From an optimization exercise on the open Yosys and OpenROAD flow, aimed at a short achievable clock period and few clock cycles; shortcuts taken in it are not production practice. Only the layout flow was run in this run; the RTL was not checked for function there. The clock cells of this run come from the design's own scripts or RTL, not from TritonCTS. The clock port is modelled as an ideal driver, which makes a skipped or thinned clock tree look cheaper than it is; a real chip needs a root buffer or a tree. Power figures rest on the tool's default switching activity, not on a simulated workload.

--- flow/constraint.sdc ---
create_clock -name core_clock -period 4.2 [get_ports {clk}]
set_input_delay 0.8400 -clock core_clock [delete_from_list [all_inputs] [get_ports {clk}]]
set_output_delay 0.8400 -clock core_clock [all_outputs]
set_load 0.01 [all_outputs]
--- flow/design.v ---
package update_sched_pkg;
  typedef enum logic {
    OP_ADD = 1'b0,
    OP_DEL = 1'b1
  } op_e;
  typedef enum logic [1:0] {
    IDLE,
    STREAM,
    WAIT
  } state_e;
  localparam int unsigned POS_W    = 18;
  localparam int unsigned FEAT_LEN = 9;
  typedef struct packed {
    op_e              op;
    logic [POS_W-1:0] pos;
  } cmd_t;
  localparam int unsigned BEAT_W = $clog2(FEAT_LEN + 1);
endpackage
module sync_fifo #(
  parameter int unsigned WIDTH = 8,
  parameter int unsigned DEPTH = 4
) (
  input  logic                     clk,
  input  logic                     rst,
  input  logic                     push,
  input  logic [WIDTH-1:0]         din,
  input  logic                     pop,
  output logic [WIDTH-1:0]         dout,
  output logic                     full,
  output logic                     empty,
  output logic [$clog2(DEPTH):0]   count
);
  localparam int unsigned AW = $clog2(DEPTH);
  logic [WIDTH-1:0] mem [DEPTH];
  logic [AW-1:0]    wr_ptr;
  logic [AW-1:0]    rd_ptr;
  logic             do_push;
  logic             do_pop;
  assign full    = (count == (AW+1)'(DEPTH));
  assign empty   = (count == '0);
  assign do_push = push && !full;
  assign do_pop  = pop && !empty;
  assign dout    = mem[rd_ptr];
  always_ff @(posedge clk or posedge rst) begin
    if (rst) begin
      wr_ptr <= '0;
      rd_ptr <= '0;
      count  <= '0;
    end else begin
      if (do_push) wr_ptr <= wr_ptr + 1'b1;
      if (do_pop)  rd_ptr <= rd_ptr + 1'b1;
      case ({do_push, do_pop})
        2'b10:   count <= count + 1'b1;
        2'b01:   count <= count - 1'b1;
        default: ;
      endcase
    end
  end
  always_ff @(posedge clk) begin
    if (do_push) mem[wr_ptr] <= din;
  end
endmodule
module update_scheduler #(
  parameter int unsigned DATA_BUS_WIDTH    = 64,
  parameter int unsigned ENCODE_ADDR_WIDTH = 18,
  parameter int unsigned FEATURE_LENTH     = 9,
  parameter int unsigned CMD_DEPTH         = 4,
  parameter int unsigned FEAT_DEPTH        = 32
) (
  input  logic                          clk,
  input  logic                          rst,
  input  logic                          cmd_valid,
  output logic                          cmd_ready,
  input  logic                          cmd_op,
  input  logic [ENCODE_ADDR_WIDTH-1:0]  cmd_pos,
  input  logic                          feat_valid,
  output logic                          feat_ready,
  input  logic [DATA_BUS_WIDTH-1:0]     feat_data,
  output logic                          add_anchor,
  output logic                          del_anchor,
  output logic [ENCODE_ADDR_WIDTH-1:0]  pos_encode,
  output logic [DATA_BUS_WIDTH-1:0]     feature_in,
  input  logic                          add_done,
  input  logic                          del_done,
  output logic                          busy,
  output logic                          cmp_valid,
  output logic                          cmp_op,
  output logic [$clog2(CMD_DEPTH):0]    cmd_level
);
  localparam int unsigned AW  = ENCODE_ADDR_WIDTH;
  localparam int unsigned DW  = DATA_BUS_WIDTH;
  localparam int unsigned LW  = $clog2(CMD_DEPTH) + 1;
  localparam int unsigned RW  = $clog2(FEATURE_LENTH);
  localparam int unsigned CD  = CMD_DEPTH;
  localparam int unsigned FD  = FEAT_DEPTH;
  logic           cmd_acc, feat_acc;
  logic           cs_v, cs_op;
  logic [AW-1:0]  cs_pos;
  logic           ws_v;
  logic [DW-1:0]  ws_d;
  logic [CD-1:0]  lth_q, lth_d;    
  logic [LW-1:0]  lvl_q, lvl_d;
  logic           cfull_q;        
  logic [FD-1:0]  cth_q, cth_d;    
  logic [$clog2(FD):0] wcnt_q, wcnt_d;
  logic           ffull_q;        
  assign cmd_acc  = cmd_valid && !lth_q[CD-1];
  assign feat_acc = feat_valid && !cth_q[FD-1];
  always_ff @(posedge clk or posedge rst) begin
    if (rst) begin
      cs_v <= 1'b0;
      ws_v <= 1'b0;
    end else begin
      cs_v <= cmd_acc;
      ws_v <= feat_acc;
    end
  end
  always_ff @(posedge clk) begin
    cs_op  <= cmd_op;
    cs_pos <= cmd_pos;
    ws_d   <= feat_data;
  end
  logic           iok_q;
  logic           iss, cmp, wpop;
  logic           add_q, del_q;
  logic           busy_q, pre_q, preop_q, en_add_q, en_del_q;
  logic           op_q, dseen_q, rz_q;
  logic [AW-1:0]  pos_q;
  logic [DW-1:0]  feat_q;
  logic [RW-1:0]  rem_q, rem_d;
  logic           timeout;
  logic [CD-1:0]  cq_v, cq_v_sh, cq_v_d;
  logic [CD-1:0]  csh_q, cld_q;
  logic           cpend_q;
  logic           cq_op  [CD];
  logic [AW-1:0]  cq_pos [CD];
  logic           head_op_d;
  always_comb begin
    cq_v_sh = cpend_q ? (cq_v >> 1) : cq_v;
    cq_v_d  = cs_v ? ((cq_v_sh << 1) | CD'(1)) : cq_v_sh;
    if (cpend_q) head_op_d = cq_v[1 % CD] ? cq_op[1 % CD] : cs_op;
    else         head_op_d = cq_v[0] ? cq_op[0] : cs_op;
  end
  always_ff @(posedge clk or posedge rst) begin
    if (rst) begin
      cq_v    <= '0;
      cpend_q <= 1'b0;
      csh_q   <= '0;
      cld_q   <= '0;
    end else begin
      cq_v    <= cq_v_d;
      cpend_q <= iss;
      for (int i = 0; i < CD; i++) begin
        if (i + 1 < CD) begin
          csh_q[i] <= iss && cq_v_d[(i + 1) % CD];
          cld_q[i] <= iss ? !cq_v_d[(i + 1) % CD] : !cq_v_d[i];
        end else begin
          csh_q[i] <= 1'b0;
          cld_q[i] <= iss || !cq_v_d[i];
        end
      end
    end
  end
  always_ff @(posedge clk) begin
    for (int i = 0; i < CD; i++) begin
      if (csh_q[i]) begin
        cq_op[i]  <= cq_op[(i + 1) % CD];
        cq_pos[i] <= cq_pos[(i + 1) % CD];
      end else if (cld_q[i]) begin
        cq_op[i]  <= cs_op;
        cq_pos[i] <= cs_pos;
      end
    end
  end
  logic [FD-1:0]  wq_v, wq_v_sh, wq_v_d;
  logic [FD-1:0]  wsh_q, wld_q;
  logic [DW-1:0]  wq [FD];
  logic           pend_q;
  logic [DW-1:0]  head;
  always_comb begin
    wq_v_sh = pend_q ? (wq_v >> 1) : wq_v;
    wq_v_d  = ws_v ? ((wq_v_sh << 1) | FD'(1)) : wq_v_sh;
  end
  assign head = pend_q ? wq[1] : wq[0];
  always_ff @(posedge clk or posedge rst) begin
    if (rst) begin
      wq_v   <= '0;
      pend_q <= 1'b0;
      wsh_q  <= '0;
      wld_q  <= '0;
    end else begin
      wq_v   <= wq_v_d;
      pend_q <= wpop;
      for (int i = 0; i < FD; i++) begin
        if (i + 1 < FD) begin
          wsh_q[i] <= wpop && wq_v_d[(i + 1) % FD];
          wld_q[i] <= wpop ? !wq_v_d[(i + 1) % FD] : !wq_v_d[i];
        end else begin
          wsh_q[i] <= 1'b0;
          wld_q[i] <= wpop || !wq_v_d[i];
        end
      end
    end
  end
  always_ff @(posedge clk) begin
    for (int i = 0; i < FD; i++) begin
      if (wsh_q[i])      wq[i] <= wq[(i + 1) % FD];
      else if (wld_q[i]) wq[i] <= ws_d;
    end
  end
  always_comb begin
    if (cmd_acc && !iss)      lth_d = {lth_q[CD-2:0], 1'b1};
    else if (!cmd_acc && iss) lth_d = {1'b0, lth_q[CD-1:1]};
    else                        lth_d = lth_q;
    if (cmd_acc && !iss)      lvl_d = lvl_q + 1'b1;
    else if (!cmd_acc && iss) lvl_d = lvl_q - 1'b1;
    else                        lvl_d = lvl_q;
    if (feat_acc && !wpop)      wcnt_d = wcnt_q + 1'b1;
    else if (!feat_acc && wpop) wcnt_d = wcnt_q - 1'b1;
    else                          wcnt_d = wcnt_q;
    if (feat_acc && !wpop)      cth_d = {cth_q[FD-2:0], 1'b1};
    else if (!feat_acc && wpop) cth_d = {1'b0, cth_q[FD-1:1]};
    else                          cth_d = cth_q;
  end
  always_ff @(posedge clk or posedge rst) begin
    if (rst) begin
      lth_q   <= '0;
      lvl_q   <= '0;
      cfull_q <= 1'b0;
      cth_q   <= '0;
      wcnt_q  <= '0;
      ffull_q <= 1'b0;
    end else begin
      lth_q   <= lth_d;
      lvl_q   <= lvl_d;
      cfull_q <= (lvl_d == LW'(CD));
      cth_q   <= cth_d;
      wcnt_q  <= wcnt_d;
      ffull_q <= (wcnt_d == ($clog2(FD) + 1)'(FD));
    end
  end
  logic done_match, busy_d, dseen_d, op_d, rz_d, iok_d, words_ok_d;
  assign cmp        = pre_q || (en_add_q && add_done) || (en_del_q && del_done) || timeout;
  assign iss        = iok_q && (!busy_q || cmp);
  assign wpop       = (iss && !cq_op[0]) || (rem_q != '0);
  assign done_match = busy_q && (op_q ? del_done : add_done);
  assign rem_d      = (iss && !cq_op[0]) ? RW'(FEATURE_LENTH - 1) :
                      (rem_q != '0) ? rem_q - 1'b1 : '0;
  assign rz_d       = (rem_d == '0);
  assign busy_d     = iss || (busy_q && !cmp);
  assign dseen_d    = iss ? 1'b0 : (dseen_q || done_match);
  assign op_d       = iss ? cq_op[0] : op_q;
  assign words_ok_d = wpop ? cth_q[FEATURE_LENTH] : cth_q[FEATURE_LENTH-1];
  assign iok_d      = cq_v_d[0] && (head_op_d || words_ok_d);
  always_ff @(posedge clk or posedge rst) begin
    if (rst) begin
      iok_q    <= 1'b0;
      add_q    <= 1'b0;
      del_q    <= 1'b0;
      busy_q   <= 1'b0;
      pre_q    <= 1'b0;
      preop_q  <= 1'b0;
      en_add_q <= 1'b0;
      en_del_q <= 1'b0;
      op_q     <= 1'b0;
      dseen_q  <= 1'b0;
      rz_q     <= 1'b1;
      pos_q    <= '0;
      feat_q   <= '0;
      rem_q    <= '0;
    end else begin
      iok_q    <= iok_d;
      add_q    <= iss && !cq_op[0];
      del_q    <= iss && cq_op[0];
      busy_q   <= busy_d;
      pre_q    <= busy_d && rz_d && dseen_d;
      preop_q  <= busy_d && rz_d && dseen_d && op_d;
      en_add_q <= busy_d && rz_d && !dseen_d && !op_d && !iss;
      en_del_q <= busy_d && rz_d && !dseen_d && op_d && !iss;
      op_q     <= op_d;
      dseen_q  <= dseen_d;
      rz_q     <= rz_d;
      if (iss) pos_q <= cq_pos[0];
      feat_q   <= wpop ? head : '0;
      rem_q    <= rem_d;
    end
  end
  assign timeout = 1'b0;
  assign cmd_ready  = !cfull_q;
  assign feat_ready = !ffull_q;
  assign cmd_level  = lvl_q;
  assign add_anchor = add_q;
  assign del_anchor = del_q;
  assign pos_encode = pos_q;
  assign feature_in = feat_q;
  assign busy       = busy_q;
  assign cmp_valid  = cmp;
  assign cmp_op     = preop_q || (en_del_q && del_done) || (timeout && op_q);
endmodule
--- flow/standard.sh ---
#!/bin/bash
# synth_recipe.tcl (not shown) runs the flow's synth.tcl, then flattens the netlist and writes it again
# the make line also repeats each setting of config.mk as NAME=value (left out here)
make -C /OpenROAD-flow-scripts/flow DESIGN_CONFIG=/design/flow/config.mk WORK_HOME=/design/flow/orfs CLKGATE_MAP_FILE= SYNTH_SCRIPT=/design/flow/synth_recipe.tcl "${@:-finish}"
--- flow/config.mk ---
export PLATFORM = sky130hd
export DESIGN_NAME = update_scheduler
export DESIGN_NICKNAME = update_scheduler
export VERILOG_FILES = /design/flow/design.v
export SDC_FILE = /design/flow/constraint.sdc
export NUM_CORES = 4
export LEC_CHECK = 0
export CAP_MARGIN = 20
export CORE_MARGIN = 2
export CORE_UTILIZATION = 65
export SETUP_SLACK_MARGIN = 2.5
export SLEW_MARGIN = 20
export TNS_END_PERCENT = 20
--- flow/flow/run.sh ---
#!/bin/bash
# Standard ORFS layout with three changes: the clock tree is built by
# flow/mycts.tcl (via the PRE_CTS hook) instead of TritonCTS, the port
# buffers are plain buffers, and the resizer may change a cell's footprint.
set -euo pipefail
W=$PWD
bash standard.sh PRE_CTS_TCL="$W/flow/pre_cts.tcl" \
  BUFFER_PORTS_ARGS="-buffer_cell sky130_fd_sc_hd__buf_4" \
  MATCH_CELL_FOOTPRINT=0 finish > "$W/run_orfs.log" 2>&1
--- flow/flow/mycts.tcl ---
# Clock tree built by hand: the clock port drives NROOT root buffers, each
# root drives the leaf buffers of its region, each leaf drives a compact
# cluster of about the same number of flip-flops. All paths have two buffers.
proc mycts_build {} {
  set nx   [expr {[info exists ::env(MYCTS_NX)] ? $::env(MYCTS_NX) : 8}]
  set ny   [expr {[info exists ::env(MYCTS_NY)] ? $::env(MYCTS_NY) : 12}]
  set rx   [expr {[info exists ::env(MYCTS_RX)] ? $::env(MYCTS_RX) : 2}]
  set ry   [expr {[info exists ::env(MYCTS_RY)] ? $::env(MYCTS_RY) : 2}]
  set bufn [expr {[info exists ::env(MYCTS_BUF)] ? $::env(MYCTS_BUF) : "sky130_fd_sc_hd__clkbuf_16"}]
  set rbufn [expr {[info exists ::env(MYCTS_RBUF)] ? $::env(MYCTS_RBUF) : $bufn}]
  set db [ord::get_db]
  set block [ord::get_db_block]
  set master [$db findMaster $bufn]
  set rmaster [$db findMaster $rbufn]
  set clkport [$block findBTerm clk]
  set clknet [$clkport getNet]
  # sinks
  set sinks {}
  foreach it [$clknet getITerms] {
    set inst [$it getInst]
    set bb [$inst getBBox]
    set x [expr {([$bb xMin] + [$bb xMax]) / 2}]
    set y [expr {([$bb yMin] + [$bb yMax]) / 2}]
    lappend sinks [list $it $x $y]
  }
  set n [llength $sinks]
  puts "mycts: $n sinks, grid ${nx}x${ny}, roots ${rx}x${ry}"
  # columns of equal count by x, then rows of equal count by y
  set byx [lsort -integer -index 1 $sinks]
  set clusters {}
  for {set c 0} {$c < $nx} {incr c} {
    set a [expr {($c * $n) / $nx}]
    set b [expr {(($c + 1) * $n) / $nx - 1}]
    set col [lsort -integer -index 2 [lrange $byx $a $b]]
    set m [llength $col]
    for {set r 0} {$r < $ny} {incr r} {
      set a2 [expr {($r * $m) / $ny}]
      set b2 [expr {(($r + 1) * $m) / $ny - 1}]
      lappend clusters [list $c $r [lrange $col $a2 $b2]]
    }
  }
  # leaf buffers
  set leaves {}
  set i 0
  foreach cl $clusters {
    lassign $cl c r members
    set sx 0; set sy 0
    foreach s $members { incr sx [lindex $s 1]; incr sy [lindex $s 2] }
    set k [llength $members]
    set cx [expr {$sx / $k}]; set cy [expr {$sy / $k}]
    set inst [odb::dbInst_create $block $master "mycts_leaf_$i"]
    $inst setLocation [expr {$cx - [$master getWidth] / 2}] [expr {$cy - [$master getHeight] / 2}]
    $inst setPlacementStatus PLACED
    set net [odb::dbNet_create $block "mycts_leafnet_$i"]
    $net setSigType CLOCK
    foreach s $members {
      set it [lindex $s 0]
      $it disconnect
      $it connect $net
    }
    [$inst findITerm X] connect $net
    set q [expr {($c * $rx) / $nx + $rx * (($r * $ry) / $ny)}]
    lappend leaves [list $inst $cx $cy $q]
    incr i
  }
  set mx [expr {[info exists ::env(MYCTS_MX)] ? $::env(MYCTS_MX) : 0}]
  set my [expr {[info exists ::env(MYCTS_MY)] ? $::env(MYCTS_MY) : 0}]
  if {$mx > 0} {
    # mid buffers: leaf (c, r) goes to mid (c*mx/nx, r*my/ny); mids grouped into roots
    set mids {}
    for {set mq 0} {$mq < $mx * $my} {incr mq} {
      set sx 0; set sy 0; set k 0; set ml {}
      set li 0
      foreach cl $clusters l $leaves {
        lassign $cl c r
        if {($c * $mx) / $nx + $mx * (($r * $my) / $ny) == $mq} {
          incr sx [lindex $l 1]; incr sy [lindex $l 2]; incr k; lappend ml [lindex $l 0]
        }
      }
      if {$k == 0} continue
      set cx [expr {$sx / $k}]; set cy [expr {$sy / $k}]
      set inst [odb::dbInst_create $block $master "mycts_mid_$mq"]
      $inst setLocation [expr {$cx - [$master getWidth] / 2}] [expr {$cy - [$master getHeight] / 2}]
      $inst setPlacementStatus PLACED
      set net [odb::dbNet_create $block "mycts_midnet_$mq"]
      $net setSigType CLOCK
      [$inst findITerm X] connect $net
      foreach li $ml { [$li findITerm A] connect $net }
      set mc [expr {$mq % $mx}]; set mr [expr {$mq / $mx}]
      set q [expr {($mc * $rx) / $mx + $rx * (($mr * $ry) / $my)}]
      lappend mids [list $inst $cx $cy $q]
    }
    set leaves $mids
  }
  # root buffers, one per region
  for {set q 0} {$q < $rx * $ry} {incr q} {
    set sx 0; set sy 0; set k 0
    foreach l $leaves {
      if {[lindex $l 3] == $q} { incr sx [lindex $l 1]; incr sy [lindex $l 2]; incr k }
    }
    if {$k == 0} continue
    set cx [expr {$sx / $k}]; set cy [expr {$sy / $k}]
    set inst [odb::dbInst_create $block $rmaster "mycts_root_$q"]
    $inst setLocation [expr {$cx - [$rmaster getWidth] / 2}] [expr {$cy - [$rmaster getHeight] / 2}]
    $inst setPlacementStatus PLACED
    set net [odb::dbNet_create $block "mycts_rootnet_$q"]
    $net setSigType CLOCK
    [$inst findITerm X] connect $net
    foreach l $leaves {
      if {[lindex $l 3] == $q} { [[lindex $l 0] findITerm A] connect $net }
    }
    [$inst findITerm A] connect $clknet
  }
  $clknet setSigType CLOCK
  puts "mycts: [llength $leaves] leaf buffers"
}
--- flow/flow/pre_cts.tcl ---
# PRE_CTS hook: replace TritonCTS with the hand-built tree of mycts.tcl.
source [file join [file dirname [info script]] mycts.tcl]
set ::env(MYCTS_NX) 8
set ::env(MYCTS_NY) 12
set ::env(MYCTS_MX) 4
set ::env(MYCTS_MY) 6
rename clock_tree_synthesis orfs_clock_tree_synthesis
proc clock_tree_synthesis {args} {
  mycts_build
  set_propagated_clock [all_clocks]
}
==> notes.md <==
worst paths after layout:
kind                              to  cells past startpoint  slack [ns]           from
min in group core_clock     ws_d[16]                      1        0.38  feat_data[16]
hold / removal              wld_q[2]                      2        0.32            rst
max in group asynchronous   wsh_q[4]                      3        2.72            rst
setup / recovery             ffull_q                      9        1.66       en_del_q
setup reg to reg             ffull_q                      9        1.66       en_del_q
hold reg to reg            wcnt_q[5]                      1        0.47      wcnt_q[5]
where the power goes:
group | switching (uW) | total [uW] | internal, uW
Combinational | 6600 | 13300 | 6730
Clock | 6940 | 12300 | 5330
Sequential | 2340 | 37900 | 35600
cells in the final DEF, fill, tap and decap left out, drive strengths merged, types with 11 or more instances in the layout:
cell type / count
buf: 392
a21oi: 37
mux2: 2122
inv: 16
ha: 11
dfxtp: 83
o21ai: 43
a21boi: 29
dfrtp: 253
mux2i: 104
edfxtp: 2124
clkbuf: 133
nand2: 50
or2: 52
nor2: 81
final cells by class:
| cell class | instances | area share |
|---|---|---|
| Inverter | 19 | 0.000842 |
| Multi-Input combinational cell | 2577 | 0.251 |
| Antenna cell | 1 | 0.0000231 |
| Timing Repair Buffer | 401 | 0.0333 |
| Tap cell | 2044 | 0.0236 |
| Timing Repair inverter | 1 | 0.0000692 |
| Buffer | 124 | 0.0286 |
| Sequential cell | 2460 | 0.662 |
cell families (layout without fill, tap and decap cells):
family | after synthesis | after routing
DFF | 2460 | 2460
muxes | 2226 | 2226
buffers and inverters | 481 | 545
and+or+nand+nor | 195 | 212
AOI/OAI and AO/OA | 121 | 121
adders and majority gates | 11 | 11
xor gates and xnor gates | 7 | 7
other | 0 | 1
worst max-delay path, cell delays in order, from the launching register on:
cell and delay, ns:
dfrtp_1 0.40, a221o_1 0.37, o211ai_2 0.19, and2_4 0.22, clkinv_4 0.06, ha_4 0.15
and3b_2 0.22, or3_4 0.34, a211o_1 0.30, nor4b_2 0.21
layer usage:
layer / vias to the layer above / global-route usage / wire length [um]
met2: 581 / 0.321 / 75500
met5: - / 0 / 48
met4: 2 / 0.0422 / 3960
met1: 22765 / 0.287 / 73000
li1: 21149 / - / -
met3: 213 / 0.0160 / 4910
flip-flops by register name, indices dropped and copies added (netlist names), 6 cells and up:
signal	cells
wld_q	32
cq_pos	72
feat_q	64
wq	2048
cth_q	32
pos_q	18
cs_pos	18
ws_d	64
wq_v	32
wsh_q	31
wcnt_q	6
per-stage QoR:
step / hold slack [ns] / instance area, sq um / std cells / total power [uW] / utilization
after global placement: 0.458 / 104000 / 7411 / 50000 / 0.676
after floorplan: 0.430 / 101000 / 5501 / 47300 / -
final: 0.318 / 109000 / 7627 / 63500 / 0.706
after global routing: 0.333 / 109000 / 7626 / 66400 / 0.706
after detailed placement: 0.455 / 104000 / 7411 / 50700 / 0.676
after CTS: 0.314 / 108000 / 7601 / 63600 / 0.703
what timing repair did:
action,CTS,global route
pin swaps,20,15
gates cloned,22,7
resized for setup,86,72
endpoints found under the setup margin,2078,2704
hold buffers,0,0
setup buffers,44,18
==> flow_metrics.py <==
metrics = {
    "floorplan": {
        "core_sq_um": 154000,
        "fp.dieArea_sq_um": 158000,
        "start_util": 0.653,
        "fp.dieH_um": 397,
        "ios": 181,
        "die_w_um": 397,
        "rows": 144,
    },
    "yosys": {
        "synthXorXnorAreaFrac": 0.000611,
        "synth_ff_type": "edfxtp_1",
        "synth_most_common_cell": "edfxtp_1",
        "synth_edf_count": 2124,
        "syn-num-nets": 5601,
        "yosys.area.top_type_share": 0.635,
        "async_flop_share": 0.103,
        "yosysTopAreaCell": "edfxtp_1",
        "synthTopCellsByCount": "edfxtp_1 (2124), mux2_2 (2122), clkbuf_1 (432), dfrtp_1 (253), mux2i_1 (104)",
        "avgSynthCellArea_sq_um": 18.3,
        "syn_area_sq_um": 100000,
        "synth_top_cells_by_area": "edfxtp_1 (64%), mux2_2 (24%), dfrtp_1 (6.3%)",
        "synth-warning-count": 4,
        "synth-compound-area-share": 0.00718,
        "synth_cells": 5501,
        "seq_area_frac_synth": 0.715,
        "ys_ff_latch": 2460,
        "muxShareOfSynthArea": 0.248,
        "ys_types": 45,
        "synth_top_family_by_area": "multiplexers",
        "synth_fa_ha_area_frac": 0.00137,
        "synthSimpleGateAreaFrac": 0.00902,
    },
    "sta": {
        "setup-violations-final": 0,
        "rsz0062_at_grt": "true",
        "fin_skew_ns": 0.0173,
        "drv_slew": 0,
        "relSlewSlack": 0.262,
        "fmax_ghz": 0.394,
        "hold_violations": 0,
        "fin_ws_ns": 1.66,
        "tightest_slew_ns": 1.11,
        "fin_crit_ns": 2.54,
        "tns_ns": 0,
        "timing.final.crit_share": 0.604,
    },
    "cells_and_area": {
        "drive_gt1_frac": 0.502,
        "register_area_sq_um": 71900,
        "nFillCells": 9341,
        "nets": 5684,
        "multi_input_area_sq_um": 27300,
        "syn2layout_area_growth_pct": 8.08,
    },
    "routing": {
        "drt_iter0_markers": 2365,
        "ant_nets": 0,
        "viasPerCell": 5.86,
        "route.detailed.drc": 0,
        "num_vias": 44710,
        "routedWlPerCell_um": 20.6,
        "dr.pass1.iters": 7,
        "totalWireLength_mm": 157,
    },
    "clocking": {
        "insertion_delay_ns": 0.55,
        "clkTransAtPathRegs_ns": 0.10,
    },
    "grt": {
        "grt_usage": 0.194,
        "grt_pass1_vias": 46538,
        "antenna_found_initial": 1,
        "grt_overflow": 0,
        "grt_start_max_net_pins": 85,
        "grt_pass1_wl_mm": 253,
    },
    "critical_path": {
        "arrival_ns": 3.00,
        "worstPathMaxFanout": 3,
        "critPathKind": "reg2reg",
        "worstPathRequired_ns": 4.67,
        "endpoint_kind": "register",
        "cp-start-kind": "register",
    },
    "power_and_ir_drop": {
        "ir_drop_uv": 375,
        "static-leakage-power_uw": 0.0389,
        "power.density_nw_per_um2": 585,
    },
    "placed_design": {
        "port_buffers": 180,
        "pre_cts_ws_ns": 0.815,
        "gp_congestion": 0.761,
        "dp_hpwl_mm": 97.1,
    },
    "run_status": {
        "outcome": "no timing/DRC/antenna violations",
    },
    "flow_run": {
        "drv_cap": 0,
    },
    "worst_hold_path": {
        "hp-class": "in2async",
    },
}

afterwards: timing with drivers on the ports:
In the flow no input, the clock included, has a driving cell. The finished layout below was timed again as built, in two steps. Step 1: set_driving_cell puts a clkbuf_16 on clk and a buf_2 on each other input, an assumption about the parent block. Step 2 also shifts input and output timing later by t, the mid clock arrival at the registers, as if the neighbouring blocks saw the same clock. Slacks: no drivers / after step 1 / after step 2; pairs: no drivers / after step 1.
shift t [ns]: 0.708
setup WS [ns]: 1.665 / 1.514 / 1.101
hold slack, ns: 0.318 / 0.177 / 0.472
clock arrival spread, ns: 0.022 / 0.021
slew at the worst register clock pin (ns): 0.10 / 0.10
After both steps this run still meets setup and hold. The setup slack of this run moves by -0.151 ns with the drivers and by -0.564 ns with both steps.
